From an optimization exercise on the open Yosys and OpenROAD flow, aimed at small area; shortcuts taken in it are not production practice.
RTL that was checked went through simulation tests only; none was proved equivalent to the original.
Only the layout flow was run in runs 5 and 6; the RTL was not checked for function there.
Power is estimated from default activity; no workload was simulated.

### design/flow/run.sh
#!/bin/bash
# synth_recipe.tcl (not shown) runs the flow's synth.tcl, then flattens the netlist and writes it again
# the make line also repeats each setting of config.mk as NAME=value (left out here)
make -C /OpenROAD-flow-scripts/flow DESIGN_CONFIG=/design/flow/config.mk WORK_HOME=/design/flow/orfs CLKGATE_MAP_FILE= SYNTH_SCRIPT=/design/flow/synth_recipe.tcl finish
### design/flow/config.mk
export PLATFORM = sky130hd
export DESIGN_NAME = pcs_10g_loopback
export DESIGN_NICKNAME = pcs_10g_loopback
export VERILOG_FILES = /design/flow/design.v
export SDC_FILE = /design/flow/constraint.sdc
export NUM_CORES = 4
export LEC_CHECK = 0
export CAP_MARGIN = 20
export CORE_MARGIN = 2
export CORE_UTILIZATION = 40
export SLEW_MARGIN = 20
### design/flow/constraint.sdc
create_clock -name core_clock -period 6.4 [get_ports {tx_par_clk}]
set_input_delay 1.2800 -clock core_clock [delete_from_list [all_inputs] [get_ports {tx_par_clk}]]
set_output_delay 1.2800 -clock core_clock [all_outputs]
set_load 0.01 [all_outputs]
### design/flow/design.v
package pcs_line_pkg;
	localparam int PAYLOAD_W = 64;
	localparam logic [1:0] SYNC_DATA = 2'b01;
	localparam logic [1:0] SYNC_CTRL = 2'b10;
	localparam logic [6:0] CODE_IDLE  = 7'h00;
	localparam logic [6:0] CODE_ERROR = 7'h1E;
	typedef enum logic [7:0] {
		BT_IDLE   = 8'h1E,
		BT_START0 = 8'h78,
		BT_START4 = 8'h33,
		BT_TERM0  = 8'h87,
		BT_TERM1  = 8'h99,
		BT_TERM2  = 8'hAA,
		BT_TERM3  = 8'hB4,
		BT_TERM4  = 8'hCC,
		BT_TERM5  = 8'hD2,
		BT_TERM6  = 8'hE1,
		BT_TERM7  = 8'hFF
	} block_type_e;
	typedef struct packed {
		logic [1:0]           sync;
		logic [PAYLOAD_W-1:0] payload;
	} pcs_block_t;
	localparam pcs_block_t BLOCK_IDLE = {SYNC_CTRL, 56'h0, BT_IDLE};
	localparam int LOCK_GOOD_CNT = 64;
	localparam int LOCK_BAD_CNT  = 16;
	localparam int LOCK_WIN      = 64;
	localparam int LOCK_GOOD_W   = $clog2(LOCK_GOOD_CNT);
	localparam int LOCK_BAD_W    = $clog2(LOCK_BAD_CNT);
	localparam int LOCK_WIN_W    = $clog2(LOCK_WIN);
	localparam int SCR_W   = 58;
	localparam int SCR_TAP = 39;
endpackage
package pcs_word_pkg;
	localparam int DATA_W  = 64;
	localparam int KEEP_W  = DATA_W/8;
	localparam int START_W = 2;
	typedef struct packed {
		logic               ctrl;
		logic               idle;
		logic [START_W-1:0] start;
		logic               term;
		logic               err;
		logic [KEEP_W-1:0]  keep;
		logic [DATA_W-1:0]  data;
	} pcs_word_t;
	localparam pcs_word_t WORD_IDLE = {1'b1, 1'b1, {START_W{1'b0}}, 1'b0,
		1'b0, {KEEP_W{1'b0}}, {DATA_W{1'b0}}};
	localparam pcs_word_t WORD_ERR  = {1'b1, 1'b0, {START_W{1'b0}}, 1'b0,
		1'b1, {KEEP_W{1'b0}}, {DATA_W{1'b0}}};
endpackage
`timescale 1ns/1ps
import pcs_line_pkg::*;
module pcs_block_lock (
	input  logic       tx_par_clk,
	input  logic       nreset,
	input  logic       serdes_lock_i,
	input  logic [1:0] sync_i,
	output logic       hdr_ok_o,
	output logic       lock_d_o,
	output logic       lock_o
);
logic                  state_q;
logic                  state_d;
logic [LOCK_WIN_W-1:0] cnt_q;
logic [LOCK_BAD_W-1:0] bad_q;
logic                  hdr_valid;
logic                  cnt_end;
logic                  lose;
assign hdr_valid = sync_i[1] ^ sync_i[0];
assign cnt_end   = (cnt_q == LOCK_WIN_W'(LOCK_WIN - 1));
assign lose      = !hdr_valid && (bad_q == LOCK_BAD_W'(LOCK_BAD_CNT - 1));
always_comb begin
	if (!nreset || !serdes_lock_i)
		state_d = 1'b0;
	else if (state_q)
		state_d = !lose;
	else
		state_d = hdr_valid && cnt_end;
end
always_ff @(posedge tx_par_clk) begin
	state_q <= state_d;
	if (!nreset || !serdes_lock_i)
		cnt_q <= '0;
	else if (state_q ? lose : !hdr_valid)
		cnt_q <= '0;
	else
		cnt_q <= cnt_q + 1'b1;
	if (!state_q || cnt_end)
		bad_q <= '0;
	else if (!hdr_valid)
		bad_q <= bad_q + 1'b1;
end
assign hdr_ok_o = hdr_valid;
assign lock_d_o = state_d;
assign lock_o   = state_q;
endmodule
`timescale 1ns/1ps
import pcs_line_pkg::*;
module pcs_descrambler (
	input  logic                 tx_par_clk,
	input  logic [PAYLOAD_W-1:0] payload_i,
	output logic [PAYLOAD_W-1:0] plain_o
);
logic [SCR_W-1:0]           state_q;
logic [SCR_W+PAYLOAD_W-1:0] ext;
always_comb begin
	ext = {payload_i, state_q};
	for (int i = 0; i < PAYLOAD_W; i++)
		plain_o[i] = ext[SCR_W+i] ^ ext[SCR_W-SCR_TAP+i] ^ ext[i];
end
always_ff @(posedge tx_par_clk)
	state_q <= payload_i[PAYLOAD_W-1 -: SCR_W];
endmodule
`timescale 1ns/1ps
import pcs_line_pkg::*;
module pcs_decoder (
	input  logic                 tx_par_clk,
	input  logic                 lock_i,
	input  logic                 hdr_ok_i,
	input  logic [1:0]           sync_i,
	input  logic [PAYLOAD_W-1:0] plain_i,
	output logic                 ctrl_o,
	output logic [PAYLOAD_W-1:0] payload_o
);
localparam logic [PAYLOAD_W-1:0] P_IDLE = {56'h0, BT_IDLE};
localparam logic [PAYLOAD_W-1:0] P_ERR  = {{8{CODE_ERROR}}, BT_IDLE};
logic [7:0]           btype;
logic                 ok;
logic [6:0]           keep;
logic                 ctrl_d;
logic [PAYLOAD_W-1:0] payload_d;
logic                 ctrl_q;
logic [PAYLOAD_W-1:0] payload_q;
assign btype = plain_i[7:0];
always_comb begin
	ok   = 1'b1;
	keep = 7'h7F;
	if (sync_i != SYNC_DATA) begin
		case (btype)
			BT_IDLE:   ok = (plain_i[63:8] == 56'h0);
			BT_START0: keep = 7'h7F;
			BT_START4: keep = 7'h70;
			BT_TERM0:  keep = 7'h00;
			BT_TERM1:  keep = 7'h01;
			BT_TERM2:  keep = 7'h03;
			BT_TERM3:  keep = 7'h07;
			BT_TERM4:  keep = 7'h0F;
			BT_TERM5:  keep = 7'h1F;
			BT_TERM6:  keep = 7'h3F;
			BT_TERM7:  keep = 7'h7F;
			default:   ok = 1'b0;
		endcase
	end
end
always_comb begin
	ctrl_d = 1'b1;
	if (!lock_i) begin
		payload_d = P_IDLE;
	end else if (!hdr_ok_i || !ok) begin
		payload_d = P_ERR;
	end else begin
		ctrl_d    = (sync_i != SYNC_DATA);
		payload_d = plain_i;
		for (int k = 1; k < 8; k++)
			if (!keep[k-1])
				payload_d[8*k +: 8] = 8'h00;
	end
end
always_ff @(posedge tx_par_clk) begin
	ctrl_q    <= ctrl_d;
	payload_q <= payload_d;
end
assign ctrl_o    = ctrl_q;
assign payload_o = payload_q;
endmodule
`timescale 1ns/1ps
import pcs_line_pkg::*;
module pcs_rx (
	input  logic                 tx_par_clk,
	input  logic                 nreset,
	input  logic                 serdes_lock_i,
	input  logic [65:0]          serdes_block_i,
	output logic                 lock_o,
	output logic                 ctrl_o,
	output logic [PAYLOAD_W-1:0] payload_o
);
logic                 hdr_ok;
logic                 lock_d;
logic [PAYLOAD_W-1:0] plain;
pcs_block_lock u_block_lock (
	.tx_par_clk    (tx_par_clk),
	.nreset        (nreset),
	.serdes_lock_i (serdes_lock_i),
	.sync_i        (serdes_block_i[65:64]),
	.hdr_ok_o      (hdr_ok),
	.lock_d_o      (lock_d),
	.lock_o        (lock_o)
);
pcs_descrambler u_descrambler (
	.tx_par_clk (tx_par_clk),
	.payload_i  (serdes_block_i[63:0]),
	.plain_o    (plain)
);
pcs_decoder u_decoder (
	.tx_par_clk (tx_par_clk),
	.lock_i     (lock_d),
	.hdr_ok_i   (hdr_ok),
	.sync_i     (serdes_block_i[65:64]),
	.plain_i    (plain),
	.ctrl_o     (ctrl_o),
	.payload_o  (payload_o)
);
endmodule
`timescale 1ns/1ps
import pcs_line_pkg::*;
module pcs_tx (
	input  logic                 tx_par_clk,
	input  logic                 nreset,
	input  logic                 ctrl_i,
	input  logic [PAYLOAD_W-1:0] payload_i,
	output logic [65:0]          serdes_block_o
);
logic                       out_data_q;
logic [PAYLOAD_W-1:0]       out_q;
logic [SCR_W+PAYLOAD_W-1:0] ext;
always_comb begin
	ext = {{PAYLOAD_W{1'b0}}, out_q[PAYLOAD_W-1 -: SCR_W]};
	for (int i = 0; i < PAYLOAD_W; i++)
		ext[SCR_W+i] = payload_i[i] ^ ext[SCR_W-SCR_TAP+i] ^ ext[i];
end
always_ff @(posedge tx_par_clk) begin
	if (!nreset) begin
		out_data_q <= 1'b0;
		out_q      <= BLOCK_IDLE[63:0];
	end else begin
		out_data_q <= !ctrl_i;
		out_q      <= ext[SCR_W +: PAYLOAD_W];
	end
end
assign serdes_block_o = {!out_data_q, out_data_q, out_q};
endmodule
`timescale 1ns/1ps
import pcs_line_pkg::*;
module pcs_10g_loopback (
	input  logic        tx_par_clk,
	input  logic        nreset,
	input  logic        rx_locked_i,
	input  logic [65:0] rx_par_data_i,
	output logic        rx_block_lock_o,
	output logic [65:0] tx_par_data_o
);
logic                 rx_ctrl;
logic [PAYLOAD_W-1:0] rx_payload;
logic [2:0]           dl_ctrl_q;
logic [PAYLOAD_W-1:0] dl1_q;
logic [PAYLOAD_W-1:0] dl2_q;
logic [PAYLOAD_W-1:0] dl3_q;
logic                 tx_nreset_q1;
logic                 tx_nreset_q2;
logic                 tx_nreset;
pcs_rx u_pcs_rx (
	.tx_par_clk     (tx_par_clk),
	.nreset         (nreset),
	.serdes_lock_i  (rx_locked_i),
	.serdes_block_i (rx_par_data_i),
	.lock_o         (rx_block_lock_o),
	.ctrl_o         (rx_ctrl),
	.payload_o      (rx_payload)
);
always_ff @(posedge tx_par_clk) begin
	if (!nreset) begin
		tx_nreset_q1 <= 1'b0;
		tx_nreset_q2 <= 1'b0;
		tx_nreset    <= 1'b0;
	end else begin
		tx_nreset_q1 <= 1'b1;
		tx_nreset_q2 <= tx_nreset_q1;
		tx_nreset    <= tx_nreset_q2;
	end
end
always_ff @(posedge tx_par_clk) begin
	dl_ctrl_q <= {dl_ctrl_q[1:0], rx_ctrl};
	dl1_q     <= rx_payload;
	dl2_q     <= dl1_q;
	dl3_q     <= dl2_q;
end
pcs_tx u_pcs_tx (
	.tx_par_clk     (tx_par_clk),
	.nreset         (tx_nreset),
	.ctrl_i         (dl_ctrl_q[2]),
	.payload_i      (dl3_q),
	.serdes_block_o (tx_par_data_o)
);
endmodule
==> flow_summary.toml, run 1 <==
[place]
detailed_place_hpwl_um = 20600
gpl_wtd_cong = 0.907
placed_cell_area_mm2 = 0.0140
port_buffers = 135

[yosys]
async_flop_share = 0
yosys_register_bits = 397
synthFlopType = "sky130_fd_sc_hd__dfxtp_1"
synth_top_area_cell = "sky130_fd_sc_hd__dfxtp_1"
synth_top_cells_by_area = "sky130_fd_sc_hd__dfxtp_1 63%, sky130_fd_sc_hd__xnor2_1 8.1%, sky130_fd_sc_hd__xnor3_1 6.4%"
postSynthCellCount = 964
mappedNetlistNets = 1036
synth_edf_count = 0
ys_types = 48
post_synth.cell_area_avg_um2 = 13.2
synth_sequential_area_ratio = 0.627
mappedNetlistArea_mm2 = 0.0127
synth-warning-count = 5
synthMostInstantiatedCell = "sky130_fd_sc_hd__dfxtp_1"
synthTopCellsByCount = "397 x sky130_fd_sc_hd__dfxtp_1, 117 x sky130_fd_sc_hd__xnor2_1, 73 x sky130_fd_sc_hd__xor2_1, 60 x sky130_fd_sc_hd__buf_4, 52 x sky130_fd_sc_hd__and2_1"
synth_largest_type_area_fraction = 0.627

[floorplanning]
rows = 65
fp.dieArea_mm2 = 0.0331
ios = 136
core-area_mm2 = 0.0314
floorplan.die.width_um = 182
fp.dieH_um = 182
start_util = 0.404

[finish]
area_growth_pct = 22.0
post_route_cells_drive_above_1_share = 0.0777
final_nets = 1135
num-fill-cells = 2776
insertedDiodeCount = 0
fin_area_mm2 = 0.0155

[global_route]
grt_util_all_layers = 0.164
grt_remaining_overflow = 0
grt_antenna_before_repair = 0
grt_pass1_wl_um = 40600
first_global_vias = 6757
grt_max_degree = 66

[critical_path]
reg2reg_slack_ps = 2870
crit_chain = "clkdlybuf4s50_1 > xnor3_1 > or2_2 > nor4_1 > a41oi_1 > o311ai_2 > nor3_1 > o21ai_2 > o21ai_0"
cp.buffers_inverters = 1
critPathSlowestCell = "sky130_fd_sc_hd__o21ai_2"
path_delay_family = "compound AO/OA/AOI/OAI gates"
path_max_fanout = 32
critical-path-max-stage-delay_ps = 830
critPathRequiredTime_ps = 6730
startpoint_type = "input pin"
worst-endpoint-arrival_ps = 4810
critical_path_endpoint_category = "flip-flop"
worst-setup-path-type = "input pin to flip-flop"

[pwr]
total_power_divided_by_cell_area_mw_per_mm2 = 347
power.ir.vdd_worst_uv = 164
leakagePower_nw = 6.34
power.total_mw = 5.37

[sta]
totalNegativeSetupSlack_ps = 0
timing.clock.skew_ps = 12.8
timing.fmax_mhz = 223
timing.slew.headroom = 0.298
final_period_minus_worst_setup_slack_ps = 4480
finalSetupViolations = 0
setup_repair_after_global_routing_missed_its_margin = "no"
post_route_hold_slack_ps = 317
slew_violations = 0
finalHoldViolations = 0
final_min_period_over_clock_period = 0.701
timing_worst_slew_pin_value_ps = 1050

[routing]
detailed_route_wire_length_per_cell_um = 17.9
firstDrtPassIters = 7
final_antenna_net_count = 0
drc = 0
initialDrtViolationCount = 300
vias = 6590
postRouteWirelength_um = 26900
avgViaCountPerCell = 4.41

[clocking]
root_buffer_master = "sky130_fd_sc_hd__clkbuf_16"
cts_tree = "built"
worstSkewPairLatency_ps = 520
number_of_hold_buffers_added_after_cts = 0
cts.sink_count = 397
cts_htree_levels = 2
cts.repair_timing.setup_buffer_count = 0
tritoncts.num_buffers = 40
clk_pin_slew_ps = 60
cts_max_path_buffers = 3
cts_repair_resize_count = 0

[run]
drv_cap = 0

[outcome]
run_status = "complete, no violations"

[hold_path]
hp-class = "flip-flop to flip-flop"
[through the flow]
step	utilization	cells	setup slack, ps
2_1_floorplan	-	964	2840
3_3_place_gp	0.446	1423	1470
3_5_place_dp	0.446	1423	1420
4_1_cts	0.493	1496	1970
5_1_grt	0.493	1496	1600
6_report	0.493	1496	1920
[per-layer routing]
metal | track usage | up-vias | routed length, um
met4 | 0.0665 | 0 | 917
met5 | 0 | - | 0
li1 | - | 3281 | -
met3 | 0.0349 | 55 | 1470
met1 | 0.222 | 3032 | 12800
met2 | 0.255 | 222 | 11700
[kinds of logic after synthesis]
group | count (synthesis) | share of synthesized area
DFF | 397 | 0.627
buffers and inverters | 83 | 0.0441
and+or+nand+nor | 199 | 0.0900
xor gates and xnor gates | 233 | 0.208
muxes | 3 | 0.00237
adders and majority gates | 3 | 0.00296
AOI/OAI and AO/OA | 46 | 0.0257
[area by class of cell]
type	count	area (um2)	area share
clock inverter	21	348	0.0225
sequential	397	7950	0.514
tap	402	503	0.0325
inverter	4	15.0	0.000971
clock buffer	52	1120	0.0723
timing repair buffer	136	1360	0.0878
multi-input combinational	484	4180	0.270
[placed cells by master (no fill, tap or decap), drive strengths merged, types with 8 or more instances in the layout]
master,synthesis,final
and2,52,52
bufinv,0,8
clkbuf,11,52
clkdlybuf4s50,0,135
dfxtp,397,397
inv,4,9
nand2,26,26
nand3,8,8
nand4,12,12
nor2,28,28
nor2b,16,16
nor3,22,22
nor3b,8,8
nor4,8,8
o21ai,23,23
o31ai,12,12
xnor2,117,117
xnor3,37,37
xor2,73,73
[flip-flops by register name, indices dropped and copies added (netlist names)]
register	count
u_pcs_rx.u_block_lock.cnt_q	6
dl_ctrl_q	3
u_pcs_rx.u_block_lock.bad_q	4
tx_nreset_q1	1
u_pcs_rx.u_decoder.ctrl_q	1
u_pcs_tx.out_q	64
dl2_q	64
u_pcs_tx.out_data_q	1
u_pcs_rx.u_block_lock.state_q	1
u_pcs_rx.u_descrambler.state_q	58
dl1_q	64
u_pcs_rx.u_decoder.payload_q	64
tx_nreset	1
dl3_q	64
tx_nreset_q2	1
[path summary, 6_finish.rpt]
kind	from	cells after the start	to
max reg2reg	u_pcs_rx.u_descrambler.state_q[26]	8	u_pcs_rx.u_decoder.payload_q[17]
min reg2reg	dl2_q[8]	0	dl3_q[8]
max	rx_par_data_i[3]	9	u_pcs_rx.u_decoder.payload_q[17]
min	dl2_q[8]	0	dl3_q[8]
[power breakdown]
part	internal [mW]	switching, mW	total [mW]
sequential	2.50	0.0220	2.52
clock	1.57	0.947	2.52
combinational	0.163	0.169	0.332
total	4.23	1.14	5.37
[worst reg2reg max path, cell delays in order, from the launching register on]
cell and delay, ps:
sky130_fd_sc_hd__dfxtp_1 350, sky130_fd_sc_hd__xnor3_1 550, sky130_fd_sc_hd__or2_2 370, sky130_fd_sc_hd__nor4_1 460
sky130_fd_sc_hd__a41oi_1 140, sky130_fd_sc_hd__o311ai_2 190, sky130_fd_sc_hd__nor3_1 150, sky130_fd_sc_hd__o21ai_2 830
sky130_fd_sc_hd__o21ai_0 290
==> run 2: changes to the inputs <==
==> design/flow/flow/run.sh (new file) <==
#!/bin/bash
# layout flow: the standard flow, with smaller port buffers and no CTS dummy loads.
cp standard.sh standard.sh.txt
cp config.mk config.mk.txt
export BUFFER_PORTS_ARGS="-buffer_cell sky130_fd_sc_hd__buf_1"
export CTS_ARGS="-sink_clustering_enable -repair_clock_nets -dont_use_dummy_load -buf_list sky130_fd_sc_hd__clkbuf_8"
bash standard.sh > standard.log 2>&1
==> design/flow/standard.sh (new file) <==
#!/bin/bash
# synth_recipe.tcl (not shown) runs the flow's synth.tcl, then flattens the netlist and writes it again
# the make line also repeats each setting of config.mk as NAME=value (left out here)
make -C /OpenROAD-flow-scripts/flow DESIGN_CONFIG=/design/flow/config.mk WORK_HOME=/design/flow/orfs CLKGATE_MAP_FILE= SYNTH_SCRIPT=/design/flow/synth_recipe.tcl "${@:-finish}"
--- a/design/flow/config.mk
+++ b/design/flow/config.mk
@@ -6,6 +6,8 @@
 export NUM_CORES = 4
 export LEC_CHECK = 0
+export ABC_AREA = 1
 export CAP_MARGIN = 20
 export CORE_MARGIN = 2
 export CORE_UTILIZATION = 40
+export CTS_BUF_LIST = sky130_fd_sc_hd__clkbuf_8
 export SLEW_MARGIN = 20
removed: design/flow/run.sh
==> flow_summary.toml, run 2 <==
[clocking]
cts_repair_resize_count = 0
cts_tree = "built"
root_buffer_master = "sky130_fd_sc_hd__clkbuf_8"
cts.sink_count = 397
tritoncts.num_buffers = 61
cts_max_path_buffers = 3
clk_pin_slew_ps = 60
cts_htree_levels = 2
number_of_hold_buffers_added_after_cts = 0
worstSkewPairLatency_ps = 600
cts.repair_timing.setup_buffer_count = 0

[outcome]
run_status = "complete, no violations"

[routing]
firstDrtPassIters = 6
route.met2.wl_um = 15100
drc = 0
detailed_route_wire_length_per_cell_um = 14.8
met3WireLength_um = 1730
met1Wirelength_um = 15200
routed.top_layer = "met4"
avgViaCountPerCell = 4.38
initialDrtViolationCount = 564
vias = 9747
final_antenna_net_count = 0
postRouteWirelength_um = 32900

[floorplanning]
ios = 136
start_util = 0.404
core-area_mm2 = 0.0344
rows = 68
floorplan.die.width_um = 190
fp.dieArea_mm2 = 0.0362
fp.dieH_um = 190

[yosys]
synthTopCellsByCount = "500 x sky130_fd_sc_hd__nand2_1, 397 x sky130_fd_sc_hd__dfxtp_1, 212 x sky130_fd_sc_hd__inv_1, 103 x sky130_fd_sc_hd__nand3_1, 102 x sky130_fd_sc_hd__nor2_1"
synth_edf_count = 0
yosys_register_bits = 397
synth-warning-count = 5
synth_top_area_cell = "sky130_fd_sc_hd__dfxtp_1"
synth_top_cells_by_area = "sky130_fd_sc_hd__dfxtp_1 57%, sky130_fd_sc_hd__nand2_1 14%, sky130_fd_sc_hd__inv_1 5.7%"
simple_logic_cell_fraction_of_the_synthesized_area = 0.228
synthFlopType = "sky130_fd_sc_hd__dfxtp_1"
synth_sequential_area_ratio = 0.572
synth_compound_gate_area_share = 0.0367
mappedNetlistArea_mm2 = 0.0139
synthMostInstantiatedCell = "sky130_fd_sc_hd__nand2_1"
synth_top_family_by_area = "simple AND/OR/NAND/NOR gates"
async_flop_share = 0
post_synth.cell_area_avg_um2 = 8.43
synth-adder-area-share = 0.00270
synth_largest_type_area_fraction = 0.572
postSynthCellCount = 1648
muxShareOfSynthArea = 0
ys_types = 29
xor_xnor_cell_area_share_of_the_yosys_netlist = 0.0618
mappedNetlistNets = 1720

[global_route]
first_global_vias = 9538
grt_util_all_layers = 0.184
grt_remaining_overflow = 0
grt_max_degree = 45
grt_antenna_before_repair = 0
grt_pass1_wl_um = 50700

[sta]
post_route_hold_slack_ps = 279
final_period_minus_worst_setup_slack_ps = 3520
timing.slew.headroom = 0.406
final_min_period_over_clock_period = 0.550
slew_violations = 0
timing.fmax_mhz = 284
timing_worst_slew_pin_value_ps = 890
totalNegativeSetupSlack_ps = 0
setup_repair_after_global_routing_missed_its_margin = "no"
layout_setup_ws_ps = 2880
timing.clock.skew_ps = 47.8
finalHoldViolations = 0
finalSetupViolations = 0

[place]
detailed_place_hpwl_um = 26500
gpl_wtd_cong = 0.900
placed_cell_area_mm2 = 0.0144
placed_cells_incl_taps = 2163
detailedPlace.worstSlack_ps = 2340
port_buffers = 135

[critical_path]
worst-endpoint-arrival_ps = 4000
worst-setup-path-type = "input pin to flip-flop"
startpoint_type = "input pin"
path_max_fanout = 29
critPathRequiredTime_ps = 6880
critical_path_endpoint_category = "flip-flop"

[pwr]
clock_power_share = 0.366
leakagePower_nw = 7.35
power.ir.vdd_worst_uv = 137
pwr-share-comb = 0.071
p_int_mw = 3.42
power.total_mw = 4.48
switchingPower_mw = 1.06
total_power_divided_by_cell_area_mw_per_mm2 = 293
p_sw_frac = 0.237
pwr-share-seq = 0.563

[finish]
fin_area_mm2 = 0.0153
num-fill-cells = 3450
mostFrequentLayoutCells = "500 x sky130_fd_sc_hd__nand2_1, 397 x sky130_fd_sc_hd__dfxtp_1, 212 x sky130_fd_sc_hd__inv_1"
layoutNonFillerInstCount = 2224
post_route_cells_drive_above_1_share = 0.0701
fin_util = 0.444
final_nets = 1843
multi_input_area_mm2 = 0.00457
area_growth_pct = 9.96
layout.cells.most_common = "sky130_fd_sc_hd__nand2_1"
final-seq-area_mm2 = 0.00795
insertedDiodeCount = 0

[hold_path]
hp-class = "flip-flop to flip-flop"

[run]
drv_cap = 0
[run 2: path summary, 6_finish.rpt]
kind | from | end | slack [ps] | depth (start not counted)
worst max-delay path | rx_par_data_i[65] | u_pcs_rx.u_decoder.payload_q[36] | 2880 | 11
worst min-delay path | dl1_q[15] | dl2_q[15] | 280 | 0
worst min register to register | dl1_q[15] | dl2_q[15] | 280 | 0
worst max register to register | u_pcs_rx.u_block_lock.cnt_q[0] | u_pcs_rx.u_decoder.payload_q[36] | 3580 | 11
[run 2: final cells by class]
class,count,share of cell area
clock buffer,61,0.0550
inverter,220,0.0541
timing repair buffer,136,0.0337
sequential,397,0.520
multi-input combinational,955,0.300
tap,455,0.0373
[run 2: kinds of logic (layout without fill, tap and decap cells)]
group / after synthesis / after routing
buffers and inverters: 296 / 417
AOI/OAI and AO/OA: 95 / 95
adders and majority gates: 3 / 3
xor gates and xnor gates: 98 / 98
DFF: 397 / 397
and+or+nand+nor: 759 / 759
[run 2: critical path, stage by stage]
cell                      delay (ps)
sky130_fd_sc_hd__buf_1            60
sky130_fd_sc_hd__inv_1            40
sky130_fd_sc_hd__ha_1            410
sky130_fd_sc_hd__nand3_1         140
sky130_fd_sc_hd__nor2_1           50
sky130_fd_sc_hd__a21oi_1          90
sky130_fd_sc_hd__and3_1          200
sky130_fd_sc_hd__nand2_1         440
sky130_fd_sc_hd__inv_1           820
sky130_fd_sc_hd__nand2_1         260
sky130_fd_sc_hd__nor3_2          200
[run 2: power groups by stage]
stage / registers (mW) / clock network (mW) / logic (mW)
after floorplan: 2.57 / 0 / 0.211
after global placement: 2.57 / 0 / 0.313
after detailed placement: 2.57 / 0 / 0.317
after CTS: 2.52 / 1.71 / 0.318
after global routing: 2.52 / 1.81 / 0.360
final: 2.52 / 1.64 / 0.319
[run 2: per-layer routing]
layer | GRT usage | vias to the layer above
li1 | - | 5139
met1 | 0.238 | 4298
met2 | 0.307 | 255
met3 | 0.0331 | 55
met4 | 0.0635 | 0
met5 | 0 | -
==> run 3: changes to the inputs <==
==> design/flow/flow/run.sh (replaced) <==
#!/bin/bash
# layout flow: the standard flow with an area-oriented ABC mapping script,
# single-drive port buffers and a clock tree without dummy loads.
set -euo pipefail
export MY_ABC_SCRIPT=$PWD/flow/area.abc
{ echo 'proc abc {args} { set i [lsearch $args -script]; lset args [expr {$i+1}] $::env(MY_ABC_SCRIPT); yosys abc {*}$args }'; cat synth_recipe.tcl; } > my_synth.tcl
sed "s#SYNTH_SCRIPT=[^ ]*#SYNTH_SCRIPT=$PWD/my_synth.tcl#" standard.sh > my_standard.sh
export BUFFER_PORTS_ARGS="-buffer_cell sky130_fd_sc_hd__buf_1"
export CTS_ARGS="-sink_clustering_enable -repair_clock_nets -dont_use_dummy_load -buf_list sky130_fd_sc_hd__clkbuf_16 -sink_clustering_size 30 -sink_clustering_max_diameter 100"
bash my_standard.sh > standard.log 2>&1
==> design/flow/flow/area.abc (new file) <==
strash
dch -f
map -a -B 0.5
--- a/design/flow/config.mk
+++ b/design/flow/config.mk
@@ -6,8 +6,6 @@
 export NUM_CORES = 4
 export LEC_CHECK = 0
-export ABC_AREA = 1
 export CAP_MARGIN = 20
 export CORE_MARGIN = 2
 export CORE_UTILIZATION = 40
-export CTS_BUF_LIST = sky130_fd_sc_hd__clkbuf_8
 export SLEW_MARGIN = 20
==> flow_summary.toml, run 3 <==
[global_route]
first_global_vias = 6451
grt_pass1_wl_um = 36700
grt_util_all_layers = 0.154
grt_antenna_before_repair = 0
grt_max_degree = 42
grt_remaining_overflow = 0

[sta]
setup_repair_after_global_routing_missed_its_margin = "no"
timing_worst_slew_pin_value_ps = 893
final_min_period_over_clock_period = 0.621
finalHoldViolations = 0
timing.slew.headroom = 0.401
timing.clock.skew_ps = 35.9
final_period_minus_worst_setup_slack_ps = 3980
totalNegativeSetupSlack_ps = 0
layout_setup_ws_ps = 2420
slew_violations = 0
timing.fmax_mhz = 252
finalSetupViolations = 0

[finish]
area_growth_pct = 8.30
multi_input_area_mm2 = 0.00340
post_route_cells_drive_above_1_share = 0.0181
layout.cells.most_common = "sky130_fd_sc_hd__dfxtp_1"
final-seq-area_mm2 = 0.00795
num-fill-cells = 2882
insertedDiodeCount = 0
mostFrequentLayoutCells = "397 x sky130_fd_sc_hd__dfxtp_1, 135 x sky130_fd_sc_hd__buf_1, 130 x sky130_fd_sc_hd__xnor2_1"
final_nets = 1232

[routing]
postRouteWirelength_um = 24300
detailed_route_wire_length_per_cell_um = 15.7
vias = 6573
avgViaCountPerCell = 4.25
met3WireLength_um = 1010
routed.top_layer = "met4"
initialDrtViolationCount = 307
final_antenna_net_count = 0
met1Wirelength_um = 12000
drc = 0
route.met2.wl_um = 10900
firstDrtPassIters = 4

[pwr]
total_power_divided_by_cell_area_mw_per_mm2 = 304
power.ir.vdd_worst_uv = 156
leakagePower_nw = 5.05

[yosys]
synth_largest_type_area_fraction = 0.660
mappedNetlistNets = 1134
ys_types = 21
yosys_register_bits = 397
synth_edf_count = 0
synth_top_area_cell = "sky130_fd_sc_hd__dfxtp_1"
synth-warning-count = 5
synth_top_cells_by_area = "sky130_fd_sc_hd__dfxtp_1 66%, sky130_fd_sc_hd__xnor2_1 9.5%, sky130_fd_sc_hd__xor2_1 6.6%"
postSynthCellCount = 1062
synth_sequential_area_ratio = 0.660
synthFlopType = "sky130_fd_sc_hd__dfxtp_1"
mappedNetlistArea_mm2 = 0.0120
synthTopCellsByCount = "397 x sky130_fd_sc_hd__dfxtp_1, 130 x sky130_fd_sc_hd__xnor2_1, 91 x sky130_fd_sc_hd__xor2_1, 90 x sky130_fd_sc_hd__nor2_1, 74 x sky130_fd_sc_hd__a21oi_1"
async_flop_share = 0
post_synth.cell_area_avg_um2 = 11.3
synthMostInstantiatedCell = "sky130_fd_sc_hd__dfxtp_1"

[place]
detailedPlace.worstSlack_ps = 1940
gpl_wtd_cong = 0.929
port_buffers = 135
detailed_place_hpwl_um = 19400

[clocking]
root_buffer_master = "sky130_fd_sc_hd__clkbuf_16"
cts.sink_count = 397
cts_tree = "built"
cts.repair_timing.setup_buffer_count = 0
tritoncts.num_buffers = 17
worstSkewPairLatency_ps = 510
number_of_hold_buffers_added_after_cts = 0
clk_pin_slew_ps = 100
cts_htree_levels = 1
cts_repair_resize_count = 0
cts_max_path_buffers = 3

[floorplanning]
ios = 136
core-area_mm2 = 0.0296
floorplan.die.width_um = 177
fp.dieArea_mm2 = 0.0315
fp.dieH_um = 177
rows = 63
start_util = 0.406

[critical_path]
critPathRequiredTime_ps = 6810
reg2reg_slack_ps = 3120
worst_flop_to_flop_path_startpoint = "u_pcs_rx.u_descrambler.state_q[23]"
worstRegToRegCells = 10
path_max_fanout = 33
critical_path_endpoint_category = "flip-flop"
worst-endpoint-arrival_ps = 4390
worst-setup-path-type = "input pin to flip-flop"
startpoint_type = "input pin"
endpoint_of_the_worst_register_to_register_path = "u_pcs_rx.u_decoder.payload_q[53]"

[hold_path]
min_delay_endpoint = "dl3_q[9]"
timing.hold.worst.start = "dl2_q[9]"
hp-class = "flip-flop to flip-flop"
whs_path_depth = 0

[outcome]
run_status = "complete, no violations"

[run]
drv_cap = 0
-- run 3: cell count changes in the layout (fill, tap and decap cells not counted), sizes merged, moves of 6 or more --
| cell | before | now |
|---|---|---|
| nor3 | 12 | 6 |
| nand3 | 104 | 11 |
| nand2 | 520 | 72 |
| nor4 | 0 | 8 |
| clkinv | 0 | 66 |
| xor2 | 69 | 91 |
| xnor2 | 29 | 130 |
| nand4 | 3 | 9 |
| clkbuf | 61 | 17 |
| a21oi | 55 | 74 |
| nor2 | 116 | 90 |
| inv | 220 | 0 |
-- run 3: cell families after synthesis --
| kind of cell | synth area share |
|---|---|
| adder cells (fa/ha/maj) | 0.00312 |
| buffers and inverters | 0.0574 |
| flip-flops | 0.660 |
| XOR/XNOR | 0.161 |
| AND/OR/NAND/NOR | 0.0691 |
| AO/OA/AOI/OAI | 0.0496 |
-- run 3: cell type report --
cell class	count	share of cell area
Inverter	66	0.0190
Timing Repair Buffer	138	0.0406
Sequential cell	397	0.609
Multi-Input combinational cell	540	0.261
Tap cell	390	0.0374
Clock buffer	17	0.0326
-- run 3: stage by stage --
stage	hold WS, ps	std cells	cell area, um2	total power [mW]	util
after floorplan	310	1062	12000	2.75	-
after global placement	310	1531	12600	2.86	0.426
after detailed placement	312	1531	12600	2.85	0.426
after CTS	307	1548	13000	4.01	0.440
after global routing	310	1548	13000	4.12	0.440
final	310	1548	13000	3.96	0.440
-- run 3: critical path, cell delays in order --
cell and delay [ps]:
sky130_fd_sc_hd__buf_1 80, sky130_fd_sc_hd__clkinv_1 60, sky130_fd_sc_hd__ha_1 330, sky130_fd_sc_hd__nand3_1 90, sky130_fd_sc_hd__clkinv_1 70, sky130_fd_sc_hd__nand3_1 70, sky130_fd_sc_hd__o2111ai_1 270, sky130_fd_sc_hd__a21oi_1 290
sky130_fd_sc_hd__clkinv_1 740, sky130_fd_sc_hd__nor2_1 590, sky130_fd_sc_hd__buf_4 250, sky130_fd_sc_hd__clkinv_1 140, sky130_fd_sc_hd__nor2_1 120
-- run 3: where the power goes --
group	internal, mW	leakage, nW	switching (mW)
Sequential	2.49	3.22	0.0203
Combinational	0.0962	1.62	0.187
Clock	0.481	0.209	0.686
-- run 3: how the worst max path moves through the flow --
stage                            startpoint                              end  slack, ps
after floorplan           rx_par_data_i[65]  u_pcs_rx.u_decoder.payload_q[0]       2600
after global placement    rx_par_data_i[65]  u_pcs_rx.u_decoder.payload_q[5]       1960
after detailed placement  rx_par_data_i[65]  u_pcs_rx.u_decoder.payload_q[5]       1940
after CTS                 rx_par_data_i[65]  u_pcs_rx.u_decoder.payload_q[6]       2440
after global routing      rx_par_data_i[65]  u_pcs_rx.u_decoder.payload_q[6]       2060
final                     rx_par_data_i[65]  u_pcs_rx.u_decoder.payload_q[6]       2420
-- run 3: routing by layer --
| layer | track usage | up-vias |
|---|---|---|
| met5 | 0 | - |
| met4 | 0.0355 | 0 |
| met3 | 0.0212 | 27 |
| met2 | 0.250 | 150 |
| met1 | 0.218 | 2929 |
| li1 | - | 3467 |
==> run 4: changes to the inputs <==
--- a/design/flow/flow/run.sh
+++ b/design/flow/flow/run.sh
@@ -7,4 +7,4 @@
 sed "s#SYNTH_SCRIPT=[^ ]*#SYNTH_SCRIPT=$PWD/my_synth.tcl#" standard.sh > my_standard.sh
 export BUFFER_PORTS_ARGS="-buffer_cell sky130_fd_sc_hd__buf_1"
-export CTS_ARGS="-sink_clustering_enable -repair_clock_nets -dont_use_dummy_load -buf_list sky130_fd_sc_hd__clkbuf_16 -sink_clustering_size 30 -sink_clustering_max_diameter 100"
+export CTS_ARGS="-sink_clustering_enable -repair_clock_nets -dont_use_dummy_load -buf_list sky130_fd_sc_hd__clkbuf_8 -sink_clustering_size 16 -sink_clustering_max_diameter 80"
 bash my_standard.sh > standard.log 2>&1
==> flow_summary.toml, run 4 <==
[clocking]
cts_max_path_buffers = 3
clk_pin_slew_ps = 110
number_of_hold_buffers_added_after_cts = 0
root_buffer_master = "sky130_fd_sc_hd__clkbuf_8"
cts_htree_levels = 1
worstSkewPairLatency_ps = 580
cts.sink_count = 397
cts_repair_resize_count = 0
tritoncts.num_buffers = 28
cts_tree = "built"
cts.repair_timing.setup_buffer_count = 0

[yosys]
async_flop_share = 0
synth_largest_type_area_fraction = 0.660
postSynthCellCount = 1062
synthFlopType = "sky130_fd_sc_hd__dfxtp_1"
synth_edf_count = 0
synth_top_cells_by_area = "sky130_fd_sc_hd__dfxtp_1 66%, sky130_fd_sc_hd__xnor2_1 9.5%, sky130_fd_sc_hd__xor2_1 6.6%"
post_synth.cell_area_avg_um2 = 11.3
synth_top_area_cell = "sky130_fd_sc_hd__dfxtp_1"
ys_types = 21
synth-warning-count = 5
synthTopCellsByCount = "397 x sky130_fd_sc_hd__dfxtp_1, 130 x sky130_fd_sc_hd__xnor2_1, 91 x sky130_fd_sc_hd__xor2_1, 90 x sky130_fd_sc_hd__nor2_1, 74 x sky130_fd_sc_hd__a21oi_1"
synthMostInstantiatedCell = "sky130_fd_sc_hd__dfxtp_1"
mappedNetlistArea_mm2 = 0.0120
synth_sequential_area_ratio = 0.660
mappedNetlistNets = 1134
yosys_register_bits = 397

[hold_path]
timing.hold.worst.start = "dl1_q[45]"
hp-class = "flip-flop to flip-flop"
min_delay_endpoint = "dl2_q[45]"
whs_path_depth = 0

[routing]
drc = 0
final_antenna_net_count = 0
firstDrtPassIters = 5
initialDrtViolationCount = 271
avgViaCountPerCell = 4.26
detailed_route_wire_length_per_cell_um = 15.8
vias = 6649
postRouteWirelength_um = 24600

[floorplanning]
rows = 63
start_util = 0.406
core-area_mm2 = 0.0296
fp.dieH_um = 177
floorplan.die.width_um = 177
fp.dieArea_mm2 = 0.0315
ios = 136

[sta]
finalSetupViolations = 0
totalNegativeSetupSlack_ps = 0
post_route_hold_slack_ps = 310
finalHoldViolations = 0
timing_worst_slew_pin_value_ps = 904
final_period_minus_worst_setup_slack_ps = 3900
final_min_period_over_clock_period = 0.609
timing.slew.headroom = 0.394
timing.fmax_mhz = 256
slew_violations = 0
setup_repair_after_global_routing_missed_its_margin = "no"
timing.clock.skew_ps = 28.5

[place]
port_buffers = 135
gpl_wtd_cong = 0.929
detailed_place_hpwl_um = 19400
placed_cells_incl_taps = 1531

[finish]
num-fill-cells = 2899
layoutNonFillerInstCount = 1559
layout.cells.most_common = "sky130_fd_sc_hd__dfxtp_1"
fin_util = 0.439
final_nets = 1243
mostFrequentLayoutCells = "397 x sky130_fd_sc_hd__dfxtp_1, 135 x sky130_fd_sc_hd__buf_1, 130 x sky130_fd_sc_hd__xnor2_1"
post_route_cells_drive_above_1_share = 0.0274
area_growth_pct = 7.97
insertedDiodeCount = 0

[critical_path]
crit_chain = "buf_1 > clkinv_1 > ha_1 > nand3_1 > clkinv_1 > nand3_1 > o2111ai_1 > a21oi_1 > clkinv_1 > nor2_1 > buf_4 > clkinv_1 > nor2_1"
endpoint_of_the_worst_register_to_register_path = "u_pcs_rx.u_decoder.payload_q[5]"
path_delay_family = "buffers and inverters"
path_max_fanout = 33
cp.buffers_inverters = 6
worst-setup-path-type = "input pin to flip-flop"
worst-endpoint-arrival_ps = 4410
timing.critical_path.depth = 13
critical-path-max-stage-delay_ps = 750
critical_path_endpoint_category = "flip-flop"
startpoint_type = "input pin"
reg2reg_slack_ps = 3120
top_cell_by_count_worst_path = "sky130_fd_sc_hd__clkinv_1"
critPathSlowestCell = "sky130_fd_sc_hd__clkinv_1"
worstRegToRegCells = 11
critPathRequiredTime_ps = 6910
worst_flop_to_flop_path_startpoint = "u_pcs_rx.u_block_lock.bad_q[0]"

[pwr]
power.ir.vdd_worst_uv = 150
leakagePower_nw = 5.04
total_power_divided_by_cell_area_mw_per_mm2 = 299
power.total_mw = 3.89

[outcome]
run_status = "complete, no violations"

[global_route]
grt_util_all_layers = 0.156
grt_max_degree = 42
first_global_vias = 6534
grt_pass1_wl_um = 37100
grt_remaining_overflow = 0
grt_antenna_before_repair = 0

[run]
drv_cap = 0
==> run 4: stage by stage <==
stage / setup WS (ps) / area, um2
2_1_floorplan: 2600 / 12000
3_3_place_gp: 1960 / 12600
3_5_place_dp: 1940 / 12600
4_1_cts: 2560 / 13000
5_1_grt: 2180 / 13000
6_report: 2500 / 13000
==> run 4: worst max-delay path by stage <==
| stage | start | end | slack (ps) |
|---|---|---|---|
| after detailed placement | rx_par_data_i[65] | u_pcs_rx.u_decoder.payload_q[5] | 1940 |
| after global placement | rx_par_data_i[65] | u_pcs_rx.u_decoder.payload_q[5] | 1960 |
| after CTS | rx_par_data_i[65] | u_pcs_rx.u_decoder.payload_q[5] | 2560 |
| after global routing | rx_par_data_i[65] | u_pcs_rx.u_decoder.payload_q[6] | 2180 |
| after floorplan | rx_par_data_i[65] | u_pcs_rx.u_decoder.payload_q[0] | 2600 |
| final | rx_par_data_i[65] | u_pcs_rx.u_decoder.payload_q[5] | 2500 |
==> run 4: final cells by class <==
cell class	count	area (um2)	share of cell area
inverter	66	248	0.0191
timing repair buffer	138	529	0.0407
sequential	397	7950	0.611
clock buffer	28	385	0.0296
multi-input combinational	540	3400	0.262
tap	390	488	0.0375
==> run 4: metal layers <==
metal	wire length, um	track usage	vias to the layer above
met5	0	0	-
met4	529	0.0423	0
met3	1170	0.0253	42
met2	10900	0.250	162
met1	11900	0.219	2968
li1	-	-	3477
==> run 4: power by group <==
group          switching, mW  leakage [nW]  total (mW)  internal [mW]
registers             0.0202          3.22        2.51           2.49
clock network          0.699         0.201        1.09          0.391
logic                  0.187          1.62       0.283         0.0962
total                  0.906          5.04        3.89           2.98
==> run 4: cell families (layout without fill, tap and decap cells) <==
kind of cell             Yosys count  after routing  synth area share
buffers and inverters            125            232            0.0574
adder cells (fa/ha/maj)            3              3           0.00312
AO/OA/AOI/OAI                    116            116            0.0496
XOR/XNOR                         221            221             0.161
flip-flops                       397            397             0.660
AND/OR/NAND/NOR                  200            200            0.0691
==> run 5: changes to the inputs <==
--- a/design/flow/design.v
+++ b/design/flow/design.v
@@ -23,4 +23,5 @@
 	} pcs_block_t;
 	localparam pcs_block_t BLOCK_IDLE = {SYNC_CTRL, 56'h0, BT_IDLE};
+	localparam logic [PAYLOAD_W-1:0] BLOCK_ERR_P = {{8{CODE_ERROR}}, BT_IDLE};
 	localparam int LOCK_GOOD_CNT = 64;
 	localparam int LOCK_BAD_CNT  = 16;
@@ -125,50 +126,46 @@
 );
 localparam logic [PAYLOAD_W-1:0] P_IDLE = {56'h0, BT_IDLE};
-localparam logic [PAYLOAD_W-1:0] P_ERR  = {{8{CODE_ERROR}}, BT_IDLE};
 logic [7:0]           btype;
-logic                 ok;
-logic [6:0]           keep;
-logic                 ctrl_d;
-logic [PAYLOAD_W-1:0] payload_d;
+logic                 is_data;
+logic                 type_ok;
+logic                 pass;
+logic                 err;
+logic [7:1]           keep;
+logic [PAYLOAD_W-1:0] norm;
 logic                 ctrl_q;
 logic [PAYLOAD_W-1:0] payload_q;
-assign btype = plain_i[7:0];
-always_comb begin
-	ok   = 1'b1;
-	keep = 7'h7F;
-	if (sync_i != SYNC_DATA) begin
-		case (btype)
-			BT_IDLE:   ok = (plain_i[63:8] == 56'h0);
-			BT_START0: keep = 7'h7F;
-			BT_START4: keep = 7'h70;
-			BT_TERM0:  keep = 7'h00;
-			BT_TERM1:  keep = 7'h01;
-			BT_TERM2:  keep = 7'h03;
-			BT_TERM3:  keep = 7'h07;
-			BT_TERM4:  keep = 7'h0F;
-			BT_TERM5:  keep = 7'h1F;
-			BT_TERM6:  keep = 7'h3F;
-			BT_TERM7:  keep = 7'h7F;
-			default:   ok = 1'b0;
-		endcase
+assign btype   = plain_i[7:0];
+assign is_data = (sync_i == SYNC_DATA);
+always_comb begin
+	case (btype)
+		BT_IDLE:   type_ok = (plain_i[63:8] == 56'h0);
+		BT_START0, BT_START4,
+		BT_TERM0, BT_TERM1, BT_TERM2, BT_TERM3,
+		BT_TERM4, BT_TERM5, BT_TERM6, BT_TERM7:
+		           type_ok = 1'b1;
+		default:   type_ok = 1'b0;
+	endcase
+end
+assign pass = lock_i && hdr_ok_i && (is_data || type_ok);
+assign err  = lock_i && !(hdr_ok_i && (is_data || type_ok));
+always_comb begin
+	for (int k = 1; k < 8; k++) begin
+		if (is_data)
+			keep[k] = 1'b1;
+		else if (btype[7])
+			keep[k] = (btype[6:4] >= 3'(k));
+		else
+			keep[k] = !btype[0] || (k >= 5);
 	end
 end
 always_comb begin
-	ctrl_d = 1'b1;
-	if (!lock_i) begin
-		payload_d = P_IDLE;
-	end else if (!hdr_ok_i || !ok) begin
-		payload_d = P_ERR;
-	end else begin
-		ctrl_d    = (sync_i != SYNC_DATA);
-		payload_d = plain_i;
-		for (int k = 1; k < 8; k++)
-			if (!keep[k-1])
-				payload_d[8*k +: 8] = 8'h00;
-	end
-end
-always_ff @(posedge tx_par_clk) begin
-	ctrl_q    <= ctrl_d;
-	payload_q <= payload_d;
+	norm[7:0] = pass ? btype : BT_IDLE;
+	for (int k = 1; k < 8; k++)
+		norm[8*k +: 8] = (pass && keep[k]) ? plain_i[8*k +: 8] :
+			(err ? BLOCK_ERR_P[8*k +: 8] : 8'h00);
+end
+always_ff @(posedge tx_par_clk) begin
+	ctrl_q    <= !(lock_i && is_data);
+	payload_q <= ~norm;
 end
 assign ctrl_o    = ctrl_q;
@@ -228,5 +225,5 @@
 	ext = {{PAYLOAD_W{1'b0}}, out_q[PAYLOAD_W-1 -: SCR_W]};
 	for (int i = 0; i < PAYLOAD_W; i++)
-		ext[SCR_W+i] = payload_i[i] ^ ext[SCR_W-SCR_TAP+i] ^ ext[i];
+		ext[SCR_W+i] = !payload_i[i] ^ ext[SCR_W-SCR_TAP+i] ^ ext[i];
 end
 always_ff @(posedge tx_par_clk) begin
--- a/design/flow/flow/run.sh
+++ b/design/flow/flow/run.sh
@@ -7,4 +7,4 @@
 sed "s#SYNTH_SCRIPT=[^ ]*#SYNTH_SCRIPT=$PWD/my_synth.tcl#" standard.sh > my_standard.sh
 export BUFFER_PORTS_ARGS="-buffer_cell sky130_fd_sc_hd__buf_1"
-export CTS_ARGS="-sink_clustering_enable -repair_clock_nets -dont_use_dummy_load -buf_list sky130_fd_sc_hd__clkbuf_8 -sink_clustering_size 16 -sink_clustering_max_diameter 80"
+export CTS_ARGS="-sink_clustering_enable -repair_clock_nets -dont_use_dummy_load -buf_list sky130_fd_sc_hd__clkbuf_4 -sink_clustering_size 10 -sink_clustering_max_diameter 60"
 bash my_standard.sh > standard.log 2>&1
==> design/flow/flow/area.abc (replaced) <==
strash
dch -f
map -a -B 0.5
strash
dch -f
map -a -B 0.5
==> flow_summary.toml, run 5 <==
[outcome]
run_status = "complete, no violations"

[sta]
finalHoldViolations = 0
layout_setup_ws_ps = 2050
totalNegativeSetupSlack_ps = 0
timing_worst_slew_pin_value_ps = 922
final_min_period_over_clock_period = 0.679
finalSetupViolations = 0
post_route_hold_slack_ps = 306
slew_violations = 0
timing.fmax_mhz = 230
final_period_minus_worst_setup_slack_ps = 4350
timing.clock.skew_ps = 32.0
timing.slew.headroom = 0.382
setup_repair_after_global_routing_missed_its_margin = "no"

[yosys]
synth_top_family_by_area = "XOR/XNOR gates"
synthMostInstantiatedCell = "sky130_fd_sc_hd__dfxtp_1"
simple_logic_cell_fraction_of_the_synthesized_area = 0.0561
mappedNetlistNets = 1087
synth_top_cells_by_area = "sky130_fd_sc_hd__dfxtp_1 67%, sky130_fd_sc_hd__xnor2_1 11%, sky130_fd_sc_hd__xor2_1 5.5%"
synth-adder-area-share = 0.00317
postSynthCellCount = 1015
synthTopCellsByCount = "397 x sky130_fd_sc_hd__dfxtp_1, 143 x sky130_fd_sc_hd__xnor2_1, 74 x sky130_fd_sc_hd__xor2_1, 73 x sky130_fd_sc_hd__o21ai_0, 61 x sky130_fd_sc_hd__nor2_1"
synth_largest_type_area_fraction = 0.670
muxShareOfSynthArea = 0
synth_edf_count = 0
synth-warning-count = 5
xor_xnor_cell_area_share_of_the_yosys_netlist = 0.160
ys_types = 21
yosys_register_bits = 397
synth_sequential_area_ratio = 0.670
post_synth.cell_area_avg_um2 = 11.7
mappedNetlistArea_mm2 = 0.0119
synthFlopType = "sky130_fd_sc_hd__dfxtp_1"
async_flop_share = 0
synth_compound_gate_area_share = 0.0560
synth_top_area_cell = "sky130_fd_sc_hd__dfxtp_1"

[clocking]
clk_pin_slew_ps = 110
tritoncts.num_buffers = 45
number_of_hold_buffers_added_after_cts = 0
cts_htree_levels = 2
cts.repair_timing.setup_buffer_count = 0
root_buffer_master = "sky130_fd_sc_hd__clkbuf_4"
cts_repair_resize_count = 0
worstSkewPairLatency_ps = 650
cts.sink_count = 397
cts_max_path_buffers = 3
cts_tree = "built"

[finish]
post_route_cells_drive_above_1_share = 0.0473
final_nets = 1215
layout.cells.most_common = "sky130_fd_sc_hd__dfxtp_1"
fin_util = 0.435
area_growth_pct = 7.84
num-fill-cells = 2828
layoutNonFillerInstCount = 1532
mostFrequentLayoutCells = "397 x sky130_fd_sc_hd__dfxtp_1, 143 x sky130_fd_sc_hd__xnor2_1, 135 x sky130_fd_sc_hd__buf_1"
fin_area_mm2 = 0.0128

[pwr]
total_power_divided_by_cell_area_mw_per_mm2 = 298
power.ir.vdd_worst_uv = 126
power.total_mw = 3.81
leakagePower_nw = 4.69

[place]
gpl_wtd_cong = 0.941
placed_cell_area_mm2 = 0.0124
detailed_place_hpwl_um = 19400
placed_cells_incl_taps = 1486
port_buffers = 135
detailedPlace.worstSlack_ps = 1520

[global_route]
grt_antenna_before_repair = 2
grt_util_all_layers = 0.161
grt_max_degree = 41
first_global_vias = 6558
grt_pass1_wl_um = 37100
grt_remaining_overflow = 0

[routing]
postRouteWirelength_um = 24700
vias = 6623
avgViaCountPerCell = 4.32
final_antenna_net_count = 0
drc = 0
firstDrtPassIters = 4
detailed_route_wire_length_per_cell_um = 16.1
initialDrtViolationCount = 322

[floorplanning]
core-area_mm2 = 0.0294
rows = 63
fp.dieH_um = 176
ios = 136
floorplan.die.width_um = 176
fp.dieArea_mm2 = 0.0310
start_util = 0.403

[critical_path]
startpoint_type = "input pin"
critical_path_endpoint_category = "flip-flop"
worst_flop_to_flop_path_startpoint = "u_pcs_rx.u_descrambler.state_q[23]"
worstRegToRegCells = 14
worst-setup-path-type = "input pin to flip-flop"
critPathRequiredTime_ps = 6880
cp-startpoint = "rx_par_data_i[4]"
path_max_fanout = 12
endpoint_of_the_worst_register_to_register_path = "u_pcs_rx.u_decoder.payload_q[12]"
worst-endpoint-arrival_ps = 4830
cp_capture_point = "u_pcs_rx.u_decoder.payload_q[12]"
reg2reg_slack_ps = 2430

[run]
drv_cap = 0

[hold_path]
hp-class = "flip-flop to flip-flop"
## run 5: changes by cell type in the layout (fill, tap and decap cells not counted), moves of 5 or more
cell	before	now
sky130_fd_sc_hd__nand3_1	11	6
sky130_fd_sc_hd__clkbuf_8	28	0
sky130_fd_sc_hd__xnor2_1	130	143
sky130_fd_sc_hd__nand2_1	72	60
sky130_fd_sc_hd__nor2_1	90	61
sky130_fd_sc_hd__xor2_1	91	74
sky130_fd_sc_hd__nor4_1	8	16
sky130_fd_sc_hd__clkinv_1	66	53
sky130_fd_sc_hd__o21ai_0	37	73
sky130_fd_sc_hd__clkbuf_4	0	45
sky130_fd_sc_hd__a21oi_1	74	51
## run 5: power by group
group          internal (mW)  total (mW)  switching (mW)
Clock                  0.325        1.03           0.707
Sequential              2.49        2.51          0.0194
Combinational         0.0930       0.266           0.173
Total                   2.91        3.81           0.900
## run 5: kinds of logic (layout without fill, tap and decap cells)
kind of cell / after synthesis / after routing
flops: 397 / 397
xor+xnor: 217 / 217
simple gates: 156 / 156
compound gates: 130 / 130
buf+inv: 112 / 238
fa+ha+maj: 3 / 3
other cells: 0 / 1
## run 5: worst min path at each step
stage / from / to / slack [ps] / depth (start not counted)
floorplan: u_pcs_rx.u_decoder.payload_q[0] / dl1_q[0] / 310 / 0
global placement: dl1_q[7] / dl2_q[7] / 310 / 0
detailed placement: u_pcs_rx.u_decoder.payload_q[46] / dl1_q[46] / 310 / 0
CTS: dl2_q[51] / dl3_q[51] / 300 / 0
global route: u_pcs_rx.u_decoder.payload_q[28] / dl1_q[28] / 320 / 0
finish: dl2_q[51] / dl3_q[51] / 310 / 0
## run 5: metal layers
metal | up-vias | GRT usage | wire, um
met2 | 207 | 0.257 | 11100
met3 | 51 | 0.0377 | 1360
li1 | 3423 | - | -
met1 | 2942 | 0.213 | 11600
met5 | - | 0 | 0
met4 | 0 | 0.0589 | 681
## run 5: area by class of cell
class	count	area (um2)	area share
Timing Repair Buffer	140	544	0.0426
Clock buffer	45	338	0.0264
Multi-Input combinational cell	506	3270	0.256
Sequential cell	397	7950	0.622
Inverter	53	199	0.0156
Tap cell	390	488	0.0382
Antenna cell	1	2.50	0.000196
## run 5: worst max-delay path: stages
cell and delay [ps]:
sky130_fd_sc_hd__buf_1 120, sky130_fd_sc_hd__clkinv_1 140, sky130_fd_sc_hd__xor2_1 470, sky130_fd_sc_hd__clkinv_1 280, sky130_fd_sc_hd__nor2_1 140, sky130_fd_sc_hd__nand2_1 80, sky130_fd_sc_hd__clkinv_1 60, sky130_fd_sc_hd__nand4_1 90
sky130_fd_sc_hd__or4_2 670, sky130_fd_sc_hd__a31oi_1 190, sky130_fd_sc_hd__nand2_1 270, sky130_fd_sc_hd__nor2_1 500, sky130_fd_sc_hd__clkinv_1 250, sky130_fd_sc_hd__nand2_1 160, sky130_fd_sc_hd__o21ai_0 130
==> run 6: changes to the inputs <==
--- a/design/flow/flow/run.sh
+++ b/design/flow/flow/run.sh
@@ -7,4 +7,4 @@
 sed "s#SYNTH_SCRIPT=[^ ]*#SYNTH_SCRIPT=$PWD/my_synth.tcl#" standard.sh > my_standard.sh
 export BUFFER_PORTS_ARGS="-buffer_cell sky130_fd_sc_hd__buf_1"
-export CTS_ARGS="-sink_clustering_enable -repair_clock_nets -dont_use_dummy_load -buf_list sky130_fd_sc_hd__clkbuf_4 -sink_clustering_size 10 -sink_clustering_max_diameter 60"
+export CTS_ARGS="-sink_clustering_enable -repair_clock_nets -dont_use_dummy_load -buf_list sky130_fd_sc_hd__clkbuf_8 -sink_clustering_size 16 -sink_clustering_max_diameter 80"
 bash my_standard.sh > standard.log 2>&1
==> flow_summary.toml, run 6 <==
[outcome]
run_status = "complete, no violations"

[clocking]
cts_repair_resize_count = 0
cts_tree = "built"
cts_htree_levels = 1
worstSkewPairLatency_ps = 560
cts.sink_count = 397
clk_pin_slew_ps = 100
number_of_hold_buffers_added_after_cts = 0
root_buffer_master = "sky130_fd_sc_hd__clkbuf_8"
tritoncts.num_buffers = 28
cts.repair_timing.setup_buffer_count = 0
cts_max_path_buffers = 3

[global_route]
grt_util_all_layers = 0.158
grt_antenna_before_repair = 1
grt_remaining_overflow = 0
grt_max_degree = 41
grt_pass1_wl_um = 36700
first_global_vias = 6385

[sta]
final_min_period_over_clock_period = 0.676
timing.slew.headroom = 0.397
slew_violations = 0
finalHoldViolations = 0
final_period_minus_worst_setup_slack_ps = 4330
setup_repair_after_global_routing_missed_its_margin = "no"
post_route_hold_slack_ps = 324
layout_setup_ws_ps = 2070
timing_worst_slew_pin_value_ps = 899
timing.fmax_mhz = 231
finalSetupViolations = 0
totalNegativeSetupSlack_ps = 0
timing.clock.skew_ps = 21.9

[yosys]
muxShareOfSynthArea = 0
mappedNetlistNets = 1087
synth_largest_type_area_fraction = 0.670
synth-warning-count = 5
synthFlopType = "sky130_fd_sc_hd__dfxtp_1"
synthTopCellsByCount = "397 x sky130_fd_sc_hd__dfxtp_1, 143 x sky130_fd_sc_hd__xnor2_1, 74 x sky130_fd_sc_hd__xor2_1, 73 x sky130_fd_sc_hd__o21ai_0, 61 x sky130_fd_sc_hd__nor2_1"
synth_top_cells_by_area = "sky130_fd_sc_hd__dfxtp_1 67%, sky130_fd_sc_hd__xnor2_1 11%, sky130_fd_sc_hd__xor2_1 5.5%"
ys_types = 21
xor_xnor_cell_area_share_of_the_yosys_netlist = 0.160
simple_logic_cell_fraction_of_the_synthesized_area = 0.0561
postSynthCellCount = 1015
post_synth.cell_area_avg_um2 = 11.7
yosys_register_bits = 397
synth_compound_gate_area_share = 0.0560
mappedNetlistArea_mm2 = 0.0119
synth_top_area_cell = "sky130_fd_sc_hd__dfxtp_1"
synth_edf_count = 0
synth_top_family_by_area = "XOR/XNOR gates"
async_flop_share = 0
synthMostInstantiatedCell = "sky130_fd_sc_hd__dfxtp_1"
synth-adder-area-share = 0.00317
synth_sequential_area_ratio = 0.670

[routing]
initialDrtViolationCount = 342
detailed_route_wire_length_per_cell_um = 16.2
drc = 0
vias = 6538
final_antenna_net_count = 0
postRouteWirelength_um = 24500
firstDrtPassIters = 5
avgViaCountPerCell = 4.32

[critical_path]
worst_flop_to_flop_path_startpoint = "u_pcs_rx.u_descrambler.state_q[20]"
critPathRequiredTime_ps = 6820
crit_chain = "buf_1 > clkinv_1 > xor2_1 > clkinv_1 > nor2_1 > nand2_1 > clkinv_1 > nand4_1 > or4_2 > a31oi_1 > nand2_1 > nor2_1 > clkinv_1 > nand2_1 > o21ai_0"
top_cell_by_count_worst_path = "sky130_fd_sc_hd__clkinv_1"
path_max_fanout = 12
cp-startpoint = "rx_par_data_i[4]"
startpoint_type = "input pin"
critical-path-max-stage-delay_ps = 660
worst-setup-path-type = "input pin to flip-flop"
critical_path_endpoint_category = "flip-flop"
critPathSlowestCell = "sky130_fd_sc_hd__or4_2"
worst-endpoint-arrival_ps = 4750

[finish]
fin_area_mm2 = 0.0128
layout.cells.most_common = "sky130_fd_sc_hd__dfxtp_1"
insertedDiodeCount = 0
final_nets = 1198
post_route_cells_drive_above_1_share = 0.0329
layoutNonFillerInstCount = 1514
fin_util = 0.436
mostFrequentLayoutCells = "397 x sky130_fd_sc_hd__dfxtp_1, 143 x sky130_fd_sc_hd__xnor2_1, 135 x sky130_fd_sc_hd__buf_1"
area_growth_pct = 8.22

[run]
drv_cap = 0

[floorplanning]
core-area_mm2 = 0.0294
start_util = 0.403
fp.dieArea_mm2 = 0.0310
rows = 63
ios = 136
floorplan.die.width_um = 176
fp.dieH_um = 176

[pwr]
leakagePower_nw = 4.68
total_power_divided_by_cell_area_mw_per_mm2 = 301
power.total_mw = 3.86
power.ir.vdd_worst_uv = 173

[hold_path]
hp-class = "flip-flop to flip-flop"
timing.hold.worst.start = "dl2_q[48]"

[place]
placed_cell_area_mm2 = 0.0124
gpl_wtd_cong = 0.941
detailedPlace.worstSlack_ps = 1520
port_buffers = 135
detailed_place_hpwl_um = 19400
placed_cells_incl_taps = 1486
==> run 6: worst paths after layout <==
kind / slack [ps] / to / cells past startpoint
setup / recovery: 2070 / u_pcs_rx.u_decoder.payload_q[12] / 15
hold reg to reg: 320 / dl3_q[48] / 0
hold / removal: 320 / dl3_q[48] / 0
setup reg to reg: 2510 / u_pcs_rx.u_decoder.payload_q[12] / 14
==> run 6: area by class of cell <==
class,count,area [um2]
fill,2803,16600
sequential,397,7950
multi-input combinational,506,3270
timing repair buffer,140,544
tap,390,488
clock buffer,28,385
inverter,53,199
==> run 6: logic make-up after synthesis <==
| kind of cell | count (synthesis) |
|---|---|
| flops | 397 |
| xor+xnor | 217 |
| simple gates | 156 |
| compound gates | 130 |
| buf+inv | 112 |
| fa+ha+maj | 3 |
==> run 6: worst max-delay path, delay by kind of cell <==
kind,cells,cell delay [ps]
AND/OR/NAND/NOR,7,1870
buffers and inverters,5,840
XOR/XNOR,1,460
AO/OA/AOI/OAI,2,300
==> run 6: metal layers <==
layer / vias up / global-route usage / share of wire
met5: - / 0 / 0
met4: 0 / 0.0492 / 0.027
met3: 45 / 0.0297 / 0.058
met2: 208 / 0.255 / 0.44
met1: 2910 / 0.215 / 0.47
li1: 3375 / - / -
==> run 6: power breakdown <==
group / internal, mW / switching, mW / total [mW]
logic: 0.0930 / 0.174 / 0.267
registers: 2.49 / 0.0194 / 2.51
clock network: 0.392 / 0.692 / 1.08

[static timing again, ports no longer ideal]
Ports are ideal in the flow. The routed layouts listed here were re-timed in OpenROAD. Step 1 (the two cells are an assumption about what drives the block):
set clk [get_ports {tx_par_clk}]
set_driving_cell -lib_cell sky130_fd_sc_hd__clkbuf_16 $clk
set_driving_cell -lib_cell sky130_fd_sc_hd__buf_2 [delete_from_list [all_inputs] $clk]
Step 2, shift: input delay + t, output delay - t, t = (earliest + latest rising clock arrival at the registers) / 2. This alone moves slack from input paths to output paths. Slacks: ideal / step 1 / step 2; pairs: ideal / step 1.
run | t, ns | setup slack, ns | slew at the worst register clock pin (ns) | worst data-port slew with drivers (ns)
run 1 | 0.562 | 1.916 / 1.940 / 1.378 | 0.06 / 0.06 | 0.04
run 2 | 0.629 | 2.881 / 2.907 / 2.278 | 0.06 / 0.06 | 0.05
run 3 | 0.536 | 2.425 / 2.451 / 1.915 | 0.10 / 0.10 | 0.04
run 4 | 0.611 | 2.499 / 2.522 / 1.911 | 0.11 / 0.11 | 0.05
run 5 | 0.676 | 2.052 / 2.068 / 1.392 | 0.11 / 0.11 | 0.04
run 6 | 0.597 | 2.074 / 2.092 / 1.495 | 0.11 / 0.11 | 0.04
After both steps every run listed still meets setup and hold. For run 5, which loses most, drivers alone change the setup slack by +0.016 ns; drivers and shift together by -0.660 ns.
